This is an optimization exercise on Yosys and OpenROAD, whose aim is small area, a short achievable clock period and few clock cycles per item, not a production implementation. The RTL was checked by simulation tests, not by an equivalence proof against the original design. Power figures rest on the tool's default switching activity, not on a simulated workload.

==> design/flow/design.v <==
package muldiv_controller_pkg;
   localparam int XLEN_DEF = 32;
   localparam logic [2:0] F3_MUL    = 3'b000;
   localparam logic [2:0] F3_MULH   = 3'b001;
   localparam logic [2:0] F3_MULHSU = 3'b010;
   localparam logic [2:0] F3_MULHU  = 3'b011;
   localparam logic [2:0] F3_DIV    = 3'b100;
   localparam logic [2:0] F3_DIVU   = 3'b101;
   localparam logic [2:0] F3_REM    = 3'b110;
   localparam logic [2:0] F3_REMU   = 3'b111;
   function automatic logic is_div(input logic [2:0] f3);
      is_div = f3[2];
   endfunction
   function automatic logic is_div_signed(input logic [2:0] f3);
      is_div_signed = f3[2] & ~f3[0];
   endfunction
   function automatic logic is_rem(input logic [2:0] f3);
      is_rem = f3[2] & f3[1];
   endfunction
endpackage
module muldiv_multiplier (
   input  logic [34:0] i_op1,
   input  logic [32:0] i_m,       
   input  logic        i_one,
   input  logic        i_two,
   input  logic        i_neg,
   input  logic        i_cin,
   output logic [34:0] o_sum
);
   logic [34:0] w_pp;
   always_comb begin
      w_pp = '0;
      if (i_one) w_pp = {{2{i_m[32]}}, i_m};
      if (i_two) w_pp = {i_m[32], i_m, 1'b0};
   end
   assign o_sum = i_op1 + (w_pp ^ {35{i_neg}}) + {34'b0, i_cin};
endmodule
module muldiv_controller
#(
   parameter int XLEN = muldiv_controller_pkg::XLEN_DEF
) (
   input  logic            CLK,
   input  logic            RESET,
   input  logic            START,
   input  logic [2:0]      FUNCT3,
   input  logic [XLEN-1:0] OPERAND_A,
   input  logic [XLEN-1:0] OPERAND_B,
   input  logic            FLUSH,
   output logic            BUSY,
   output logic            DONE,
   output logic [XLEN-1:0] RESULT
);
   logic        r_busy;
   logic        r_done;
   logic        r_first;     
   logic        r_fix;       
   logic        r_fixflag;   
   logic [2:0]  r_f3;
   logic        r_hi;        
   logic [5:0]  r_n;         
   logic [31:0] r_x;         
   logic [31:0] r_l;         
   logic [33:0] r_h;         
   logic        r_e;         
   logic        w_mul, w_dsgn, w_rem, w_mcs, w_sb;
   logic [32:0] w_m;
   logic        w_div0, w_nega;
   logic [34:0] w_op1;
   logic        w_one, w_two, w_neg, w_cin;
   logic [34:0] w_sum;
   logic        w_ge;
   assign w_mul  = ~r_f3[2];
   assign w_dsgn = muldiv_controller_pkg::is_div_signed(r_f3);
   assign w_rem  = muldiv_controller_pkg::is_rem(r_f3);
   assign w_mcs  = w_mul ? (r_f3[1:0] == 2'b01) : w_dsgn;
   assign w_m    = {w_mcs & r_x[31], r_x};
   assign w_sb   = w_dsgn & r_x[31];
   assign w_div0 = r_first & ~w_mul & (r_x == 32'b0);
   assign w_nega = r_first & w_dsgn & r_l[31];
   logic w_ms16, w_ms8, w_ms4;
   assign w_ms16 = (r_l[15:0] == {16{r_e}}) && (r_n >= 6'd16);
   assign w_ms8  = (r_l[7:0]  == {8{r_e}})  && (r_n >= 6'd8);
   assign w_ms4  = (r_l[3:0]  == {4{r_e}})  && (r_n >= 6'd4);
   logic [31:0] w_bm;
   logic [32:0] w_s;         
   logic [31:0] w_f;         
   logic [47:0] w_r16;
   logic [39:0] w_r8;
   logic [35:0] w_r4;
   logic        w_ds16, w_ds8, w_ds4;
   assign w_bm = r_x ^ {32{w_sb}};
   always_comb begin
      logic [31:0] p;
      p = w_bm;
      for (int d = 1; d < 32; d = d * 2)
         for (int i = 0; i < 32; i++)
            if (i + d < 32) p[i] = p[i] | p[i + d];
      w_s = {1'b0, p};
   end
   assign w_f   = ~w_s[32:1];
   assign w_r16 = {r_h[31:0], r_l[31:16]};
   assign w_r8  = {r_h[31:0], r_l[31:24]};
   assign w_r4  = {r_h[31:0], r_l[31:28]};
   assign w_ds16 = ~|(w_r16[31:0] & w_f) && ~|w_r16[47:32] && (r_n >= 6'd16);
   assign w_ds8  = ~|(w_r8[31:0]  & w_f) && ~|w_r8[39:32]  && (r_n >= 6'd8);
   assign w_ds4  = ~|(w_r4[31:0]  & w_f) && ~|w_r4[35:32]  && (r_n >= 6'd4);
   logic w_s16, w_s8, w_s4;
   assign w_s16 = w_mul ? w_ms16 : w_ds16;
   assign w_s8  = w_mul ? w_ms8  : w_ds8;
   assign w_s4  = w_mul ? w_ms4  : w_ds4;
   always_comb begin
      w_op1 = {r_h[33], r_h};
      w_one = 1'b0;
      w_two = 1'b0;
      w_neg = 1'b0;
      w_cin = 1'b0;
      if (r_fix) begin
         if (w_mul) begin
            w_one = 1'b1;                     
         end else begin
            w_op1 = ~{3'b000, (w_rem ? r_h[31:0] : r_l)};
            w_cin = 1'b1;
         end
      end else if (w_nega) begin
         w_op1 = ~{3'b000, r_l};
         w_cin = 1'b1;
      end else if (w_mul) begin
         w_one = r_l[0] ^ r_e;
         w_two = (r_l[1] & ~r_l[0] & ~r_e) | (~r_l[1] & r_l[0] & r_e);
         w_neg = r_l[1];
         w_cin = r_l[1];
      end else begin
         w_op1 = {2'b00, r_h[31:0], r_l[31]};
         w_one = 1'b1;
         w_neg = ~w_sb;
         w_cin = ~w_sb;
      end
   end
   muldiv_multiplier u_mul (
      .i_op1 (w_op1),
      .i_m   (w_m),
      .i_one (w_one),
      .i_two (w_two),
      .i_neg (w_neg),
      .i_cin (w_cin),
      .o_sum (w_sum)
   );
   assign w_ge = ~w_sum[34];
   logic [5:0] w_take;        
   logic       w_iter;
   assign w_iter = r_busy & ~r_fix & ~w_div0 & ~w_nega;
   always_comb begin
      if (w_s16)      w_take = 6'd16;
      else if (w_s8)  w_take = 6'd8;
      else if (w_s4)  w_take = 6'd4;
      else if (w_mul) w_take = 6'd2;
      else            w_take = 6'd1;
   end
   logic w_last;
   assign w_last = (r_n == w_take);
   always_ff @(posedge CLK) begin
      if (RESET || FLUSH) begin
         r_busy <= 1'b0;
         r_done <= 1'b0;
      end else if (!r_busy) begin
         r_busy <= START;
         r_done <= 1'b0;
      end else if (w_div0 || r_fix) begin
         r_busy <= 1'b0;
         r_done <= 1'b1;
      end else if (w_iter && w_last && !r_fixflag) begin
         r_busy <= 1'b0;
         r_done <= 1'b1;
      end
   end
   always_ff @(posedge CLK) begin
      if (!r_busy) begin
         r_first <= 1'b1;
         r_fix   <= 1'b0;
      end else begin
         r_first <= 1'b0;
         if (w_iter && w_last) r_fix <= 1'b1;
      end
      if (r_first)
         r_fixflag <= w_mul ? ((r_f3[1:0] == 2'b11) & r_l[31])
                            : (w_dsgn & (r_l[31] ^ (r_x[31] & ~w_rem)));
   end
   always_ff @(posedge CLK) begin
      if (!r_busy) begin
         r_f3 <= FUNCT3;
         r_hi <= FUNCT3[2] ? FUNCT3[1] : (FUNCT3[1:0] != 2'b00);
         r_x  <= OPERAND_B;
         r_l  <= OPERAND_A;
         r_h  <= '0;
         r_e  <= 1'b0;
         r_n  <= 6'd32;
      end else if (w_div0) begin
         r_h <= {2'b00, r_l};
         r_l <= '1;
      end else if (r_fix) begin
         if (w_mul)      r_h <= w_sum[33:0];
         else if (w_rem) r_h <= {2'b00, w_sum[31:0]};
         else            r_l <= w_sum[31:0];
      end else if (w_nega) begin
         r_l <= w_sum[31:0];
      end else begin
         r_n <= r_n - w_take;
         if (w_mul) begin
            if (w_s16) begin
               r_h <= {{16{r_h[33]}}, r_h[33:16]};
               r_l <= {r_h[15:0], r_l[31:16]};
            end else if (w_s8) begin
               r_h <= {{8{r_h[33]}}, r_h[33:8]};
               r_l <= {r_h[7:0], r_l[31:8]};
            end else if (w_s4) begin
               r_h <= {{4{r_h[33]}}, r_h[33:4]};
               r_l <= {r_h[3:0], r_l[31:4]};
            end else begin
               r_h <= {w_sum[34], w_sum[34:2]};
               r_l <= {w_sum[1:0], r_l[31:2]};
               r_e <= r_l[1];
            end
         end else begin
            if (w_s16) begin
               r_h <= {2'b00, w_r16[31:0]};
               r_l <= {r_l[15:0], 16'b0};
            end else if (w_s8) begin
               r_h <= {2'b00, w_r8[31:0]};
               r_l <= {r_l[23:0], 8'b0};
            end else if (w_s4) begin
               r_h <= {2'b00, w_r4[31:0]};
               r_l <= {r_l[27:0], 4'b0};
            end else begin
               r_h <= w_ge ? {2'b00, w_sum[31:0]} : {2'b00, r_h[30:0], r_l[31]};
               r_l <= {r_l[30:0], w_ge};
            end
         end
      end
   end
   assign BUSY   = r_busy;
   assign DONE   = r_done;
   assign RESULT = r_hi ? r_h[31:0] : r_l;
endmodule
==> design/flow/run.sh <==
#!/bin/bash
# synth_recipe.tcl (not shown) runs the flow's synth.tcl, then flattens the netlist and writes it again
# the make line also repeats each setting of config.mk as NAME=value (left out here)
make -C /OpenROAD-flow-scripts/flow DESIGN_CONFIG=/design/flow/config.mk WORK_HOME=/design/flow/orfs CLKGATE_MAP_FILE= SYNTH_SCRIPT=/design/flow/synth_recipe.tcl finish
==> design/flow/config.mk <==
export PLATFORM = sky130hd
export DESIGN_NAME = muldiv_controller
export DESIGN_NICKNAME = muldiv_controller
export VERILOG_FILES = /design/flow/design.v
export SDC_FILE = /design/flow/constraint.sdc
export NUM_CORES = 4
export LEC_CHECK = 0
export CAP_MARGIN = 20
export CORE_MARGIN = 2
export CORE_UTILIZATION = 40
export SLEW_MARGIN = 20
==> design/flow/constraint.sdc <==
create_clock -name core_clock -period 11.0 [get_ports {CLK}]
set_input_delay 2.2000 -clock core_clock [delete_from_list [all_inputs] [get_ports {CLK}]]
set_output_delay 2.2000 -clock core_clock [all_outputs]
set_load 0.01 [all_outputs]
==> run notes <==
-- worst register-to-register path, cell delays in order, from the launching register on --
cell and delay [ns]:
edfxtp_1 0.39, inv_1 0.32, buf_4 0.33, nor2_1 0.13, nand3_1 0.30, nand2_1 0.53, nor2_4 0.69, xor2_1 0.18
fa_1 0.41, inv_1 0.09, fa_1 0.24, a211oi_1 0.10, o21ai_0 0.26, or4b_1 0.55, a21oi_1 0.54, o22ai_1 0.35
nor3_1 0.26, nor3_1 0.08, xnor2_1 0.88, nand3_1 0.20, a31oi_1 0.51, o21a_1 0.19
-- cell families (layout without fill, tap and decap cells) --
kind of cell | count (synthesis) | in the layout | share of synthesized area [%]
AND/OR/NAND/NOR | 656 | 656 | 21.5
buffers and inverters | 253 | 253 | 7.65
AO/OA/AOI/OAI | 810 | 810 | 37.1
multiplexers | 72 | 72 | 5.33
flip-flops | 114 | 114 | 20.5
adder cells (fa/ha/maj) | 41 | 41 | 3.69
XOR/XNOR | 70 | 70 | 4.22
other | 0 | 10 | 0
-- per-layer routing --
| layer | up-vias | GRT usage, % |
|---|---|---|
| met5 | - | 2.17 |
| met4 | 14 | 31.9 |
| met3 | 628 | 25.6 |
| met2 | 1977 | 63.9 |
| met1 | 8958 | 54.6 |
| li1 | 7692 | - |
-- final timing paths --
kind                            cells past startpoint     from  slack (ns)  endpoint
worst min register to register                      2   r_done        0.47    r_done
worst max register to register                     21  r_f3[2]        3.42   r_h[30]
worst min-delay path                                2   r_done        0.47    r_done
worst max-delay path                               21  r_f3[2]        3.42   r_h[30]
-- cell usage in the layout, fill, tap and decap left out, drive strengths merged, types with 20 or more instances in the layout --
cell type      instances
a21oi                214
nand2                218
xnor2                 56
mux2                  30
inv                   43
clkbuf                23
a221oi                39
a31oi                 50
a211oi                28
nor2                 152
a21o                  27
o221ai                24
buf                   74
edfxtp                69
o21ai                158
dfxtp                 45
clkdlybuf4s50        104
mux2i                 42
o211ai                46
nor3                  53
a22oi                 44
nand4                 28
nand3                 79
nor4                  20
o22ai                 31
ha                    38
-- sequential cells by signal, summed over array words and instances (netlist names) --
| signal | flops |
|---|---|
| r_busy | 1 |
| r_done | 1 |
| r_e | 1 |
| r_f3 | 3 |
| r_first | 1 |
| r_fix | 1 |
| r_fixflag | 1 |
| r_h | 34 |
| r_hi | 1 |
| r_l | 32 |
| r_n | 6 |
| r_x | 32 |
-- stage by stage --
stage | utilization (%) | cell area, um^2 | setup slack [ns]
2_1_floorplan | - | 14500 | 5.65
3_3_place_gp | 44.4 | 15800 | 4.28
3_5_place_dp | 44.4 | 15800 | 4.20
4_1_cts | 46.1 | 16400 | 4.16
5_1_grt | 46.2 | 16500 | 3.38
6_report | 46.2 | 16500 | 3.42
-- power by group --
group | leakage, nW | switching (mW) | internal (mW)
Sequential | 1.09 | 0.145 | 0.505
Combinational | 4.41 | 1.85 | 0.831
Clock | 0.281 | 0.248 | 0.362
Total | 5.78 | 2.25 | 1.70
-- area by class of cell --
| cell class | instances | area [um^2] | share of cell area (%) |
|---|---|---|---|
| Multi-Input combinational cell | 1649 | 10600 | 64.0 |
| Sequential cell | 114 | 2980 | 18.1 |
| Timing Repair Buffer | 178 | 1600 | 9.69 |
| Tap cell | 461 | 577 | 3.50 |
| Clock buffer | 23 | 458 | 2.78 |
| Inverter | 43 | 161 | 0.979 |
| Clock inverter | 9 | 133 | 0.805 |
| Antenna cell | 10 | 25.0 | 0.152 |
==> flow_metrics.env <==
export IMPL_portBuffers=104
export IMPL_slowest_stage="xnor2_1"
export IMPL_start_util_pct=40.7
export IMPL_ys_types=88
export IMPL_final_cells=2487
export IMPL_highest_layer="met5"
export IMPL_hp_class="reg2reg"
export IMPL_drv_slew=0
export IMPL_die_x_um=195
export IMPL_drive_above_1_share_pct=9.23
export IMPL_ctsHtreeMaxLevel=4
export IMPL_place_inst=2445
export IMPL_slew_headroom_pct=16.4
export IMPL_cts_tree="built"
export IMPL_die_area_um2=37800
export IMPL_firstDrtPassIters=10
export IMPL_ctsHoldBuffers=0
export IMPL_ys_flop_type="edfxtp_1"
export IMPL_wl_per_cell_um=36.2
export IMPL_viasPerCell=7.75
export IMPL_yosys_register_bits=114
export IMPL_arrival_ns=7.99
export IMPL_netlist_area_um2=14500
export IMPL_rsz0062_at_grt="no"
export IMPL_p_total_mw=3.95
export IMPL_cts_clk_slew_worst_paths_ns=0.06
export IMPL_cp_start_kind="flop"
export IMPL_syn_inst=2016
export IMPL_p_leak_nw=5.78
export IMPL_drcViolationCount=0
export IMPL_path_delay_family="simple AND/OR/NAND/NOR gates"
export IMPL_crit_buf_inv=3
export IMPL_syn_area_per_cell_um2=7.20
export IMPL_routabilityCongestion=1.10
export IMPL_power_density_nw_per_um2=239
export IMPL_die_h_um=195
export IMPL_grt_total_usage_pct=46.5
export IMPL_ctsLongestPathBuffers=2
export IMPL_synth_edf_count=69
export IMPL_max_stage_delay_ns=0.88
export IMPL_cts_sinks=114
export IMPL_antenna_found_initial=11
export IMPL_crit_chain="inv_1 -> buf_4 -> nor2_1 -> nand3_1 -> nand2_1 -> nor2_4 -> xor2_1 -> fa_1 -> inv_1 -> fa_1 -> a211oi_1 -> o21ai_0 -> or4b_1 -> a21oi_1 -> o22ai_1 -> nor3_1 -> nor3_1 -> xnor2_1 -> nand3_1 -> a31oi_1 -> o21a_1"
export IMPL_ir_worst_vdd_mv=0.139
export IMPL_nFillCells=3657
export IMPL_synth_largest_area_cell="edfxtp_1"
export IMPL_m1WireLength_mm=31.2
export IMPL_root_buffer="clkbuf_16"
export IMPL_yosys_warnings=2
export IMPL_ant_nets=0
export IMPL_cp_end_kind="flop"
export IMPL_syn_num_nets=2128
export IMPL_fmax_ghz=0.132
export IMPL_fin_crit_ns=7.58
export IMPL_whs_ns=0.465
export IMPL_hold_viol_final=0
export IMPL_clock_latency_ns=0.48
export IMPL_grt_max_degree=78
export IMPL_yosysSeqAreaShare_pct=20.5
export IMPL_area_delta_synth_final_pct=13.5
export IMPL_grt_pass1_wl_mm=127
export IMPL_yosysMostFrequentCell="nand2_1"
export IMPL_finalNetCount=2115
export IMPL_tightest_slew_ns=1.25
export IMPL_drt_iter0_drc=3574
export IMPL_outcome="timing/DRC/antenna clean"
export IMPL_vias=19269
export IMPL_overflow=0
export IMPL_wl_met3_mm=15.7
export IMPL_worst_setup_path_type="reg2reg"
export IMPL_finClkSkew_ns=0.0225
export IMPL_core_rowCount=69
export IMPL_synthArstFlopShare_pct=0
export IMPL_dp_hpwl_mm=60.1
export IMPL_synth_area_leaders="edfxtp_1, a21oi_1, dfxtp_1"
export IMPL_netlist_area_leader_share_pct=14.3
export IMPL_drv_cap=0
export IMPL_fin_crit_sh_pct=68.9
export IMPL_core_area_um2=35700
export IMPL_cp_max_fo=16
export IMPL_yosys_top_cells_count="nand2_1, a21oi_1, nor2_1"
export IMPL_cts_buffers=17
export IMPL_met2_length_mm=34.7
export IMPL_ios=105
export IMPL_drt_wl_total_mm=90.1
export IMPL_cts_resized=0
export IMPL_setup_tns_final_ns=0
export IMPL_worstPathRequired_ns=11.41
export IMPL_cts_setup_buffers=0
export IMPL_grt_pass1_vias=17596
export IMPL_setup_viol=0
Testbench counts, summed over its fixed seeds: cycles 53,610, ops 4,800.

re-timing with driven ports:
In the flow no input, the clock included, has a driving cell. The finished layout below was timed again as built, in two steps.
Step 1, drivers: a clkbuf_16 drives CLK and a buf_2 each remaining input, both assumed.
Step 2 also shifts input and output timing later by t, the mid clock arrival at the registers, as if the neighbouring blocks saw the same clock.
a / b / c = ideal / step 1 / step 2; a / b = the first two.
t, ns: 0.526
setup WS [ns]: 3.423 / 3.423 / 3.423
worst hold slack (ns): 0.465 / 0.465 / 0.465
slew at the worst register clock pin (ns): 0.08 / 0.08
pins driven straight from the clock port: 1
After both steps this run still meets setup and hold. The setup slack of this run moves by 0.000 ns with the drivers and by 0.000 ns with both steps.
